Source: an optimization exercise on an open RTL-to-GDS flow (aim: small area, a short achievable clock period and few clock cycles per item). Production flows keep margins and buffers that such runs may drop. Where RTL was checked, it was by simulation tests only, not by an equivalence proof against the original.

## job 104
==> module ascon_inv_permutation, before the edit <==
module ascon_inv_permutation
(
  input  logic         clk,
  input  logic         rst,
  input  logic         in_valid,
  output logic         in_ready,
  input  logic [319:0] in_state,
  input  logic [3:0]   in_rounds,
  output logic         out_valid,
  input  logic         out_ready,
  output logic [319:0] out_state,
  output logic         busy
);
  logic [319:0] r_a, r_b;
  logic [319:0] w_lin, w_sbox;
  logic         r_va, r_da;
  logic [3:0]   r_ra, r_ia;
  logic         r_vb;
  logic [3:0]   r_rb, r_ib;
  logic         r_rb_is1, r_rb_le7, r_rb_le9;
  logic         r_ready, r_ov, r_busy;
  logic         w_is6, w_is8, w_is12;
  logic [3:0]   w_a;
  logic         w_stall, w_acc;
  logic         n_va, n_da, n_vb, n_ready;
  assign w_stall = r_ov & ~out_ready;
  assign w_acc   = in_valid & in_ready;
  assign w_is6  = (in_rounds == 4'd6);
  assign w_is8  = (in_rounds == 4'd8);
  assign w_is12 = ~w_is6 & ~w_is8;
  assign w_a    = w_is6 ? 4'd6 : (w_is8 ? 4'd8 : 4'd12);
  ascon_inv_lin u_lin (
    .i_state (r_a),
    .o_state (w_lin)
  );
  ascon_inv_sbox u_sbox (
    .i_state (r_b),
    .i_rc    (ascon_pkg::rc_tab(r_ib)),
    .o_state (w_sbox)
  );
  always_ff @(posedge clk or posedge rst) begin
    if (rst) begin
      r_b <= '0;
      r_a <= '0;
    end else if (!w_stall) begin
      r_b <= w_lin;
      r_a <= r_vb ? w_sbox : in_state;
    end
  end
  assign n_vb = r_va & ~r_da;
  assign n_va = r_vb | w_acc;
  assign n_da = r_vb & r_rb_is1;
  always_comb begin
    if (r_vb)
      n_ready = ~n_vb & ~r_rb_is1 &
                (r_rb_le7 | (in_valid & w_is8 & r_rb_le9) | (in_valid & w_is12));
    else
      n_ready = ~n_vb & (~w_acc | w_is6);
  end
  always_ff @(posedge clk or posedge rst) begin
    if (rst) begin
      r_va     <= 1'b0;
      r_da     <= 1'b0;
      r_ra     <= 4'd0;
      r_ia     <= 4'd0;
      r_vb     <= 1'b0;
      r_rb     <= 4'd0;
      r_ib     <= 4'd0;
      r_rb_is1 <= 1'b0;
      r_rb_le7 <= 1'b0;
      r_rb_le9 <= 1'b0;
      r_ready  <= 1'b0;
      r_ov     <= 1'b0;
      r_busy   <= 1'b0;
    end else if (!w_stall) begin
      r_va     <= n_va;
      r_da     <= n_da;
      r_vb     <= n_vb;
      r_rb     <= r_ra;
      r_ib     <= r_ia;
      r_rb_is1 <= (r_ra == 4'd1);
      r_rb_le7 <= (r_ra <= 4'd7);
      r_rb_le9 <= (r_ra <= 4'd9);
      if (r_vb) begin
        r_ra <= r_rb - 4'd1;
        r_ia <= r_ib - 4'd1;
      end else begin
        r_ra <= w_a;
        r_ia <= 4'd11;
      end
      r_ready  <= n_ready;
      r_ov     <= n_da;
      r_busy   <= n_va | n_vb;
    end
  end
  assign in_ready  = r_ready | (r_ov & ~r_vb & out_ready);
  assign out_valid = r_ov;
  assign busy      = r_busy;
  assign out_state = r_a;
endmodule
clock: 7.0 ns
lec_check: 0
cap_margin: 20
core_margin: 2
core_utilization: 40
cts_buf_list: sky130_fd_sc_hd__clkbuf_8
setup_slack_margin: 3.5
slew_margin: 20
standard.sh (not shown) runs the stock make flow with config.mk's settings and CLKGATE_MAP_FILE= SYNTH_SCRIPT=/design/flow/synth_recipe.tcl, a recipe that flattens the netlist after the stock synthesis.
==> flow/flow/run.sh <==
#!/bin/bash
# The standard ORFS layout (the standard.sh, all steps, standard synthesis),
# with one change: the buffers that buffer_ports puts on every input and output
# port are buf_1 cells instead of the default delay-buffer cell.
set -euo pipefail
export BUFFER_PORTS_ARGS="-buffer_cell sky130_fd_sc_hd__buf_1"
bash standard.sh finish > standard_flow.log 2>&1
Input changes introduced in job 103 (baseline for comparison: job 104):
--- a/flow/design.v
+++ b/flow/design.v
@@ -138,17 +138,14 @@
   );
   ascon_inv_sbox u_sbox (
     .i_state (r_b),
     .i_rc    (ascon_pkg::rc_tab(r_ib)),
     .o_state (w_sbox)
   );
-  always_ff @(posedge clk or posedge rst) begin
-    if (rst) begin
-      r_b <= '0;
-      r_a <= '0;
-    end else if (!w_stall) begin
+  always_ff @(posedge clk) begin
+    if (!w_stall) begin
       r_b <= w_lin;
       r_a <= r_vb ? w_sbox : in_state;
     end
   end
   assign n_vb = r_va & ~r_da;
   assign n_va = r_vb | w_acc;
==> results.txt <==
- Job 104 -> job 103: clock edge transition at the registers on the reported setup and hold paths flat
- Setup slack in job 103 is larger than in job 104.
- Looking at die area across job 103 and job 104, the one that comes out higher is job 104.
- Routed wire in job 103 totals less than in job 104.
Testbench counts of job 103, summed over its fixed seeds: cycles 10,530, items 960.
The RTL of job 104 was laid out without a check of its function.

[static timing again, ports no longer ideal]
The flow's constraints put no driver on any port. The routed layouts listed below were extracted and timed again, unchanged, in two steps.
Step 1 (the two cells are an assumption about what drives the block):
set clk [get_ports {clk}]
set_driving_cell -lib_cell sky130_fd_sc_hd__clkbuf_16 $clk
set_driving_cell -lib_cell sky130_fd_sc_hd__buf_2 [delete_from_list [all_inputs] $clk]
Step 2 adds t to the input delays and takes it off the output delays; t is the mean of the earliest and latest rising clock arrival at the registers after step 1. Input paths then give back, and output paths get back, about the clock's delay inside the block.
Slacks: ideal ports / drivers / drivers and shift; pairs: ideal ports / drivers.
run	t (ns)	setup WS [ns]	worst register clock-pin slew, ns
job 104	0.997	3.366 / 3.366 / 3.358	0.07 / 0.07
job 103	0.988	3.392 / 3.392 / 3.328	0.07 / 0.07
After both steps setup and hold are still met in every run listed. For job 103, which loses most, drivers alone change the setup slack by 0.000 ns; drivers and shift together by -0.064 ns.
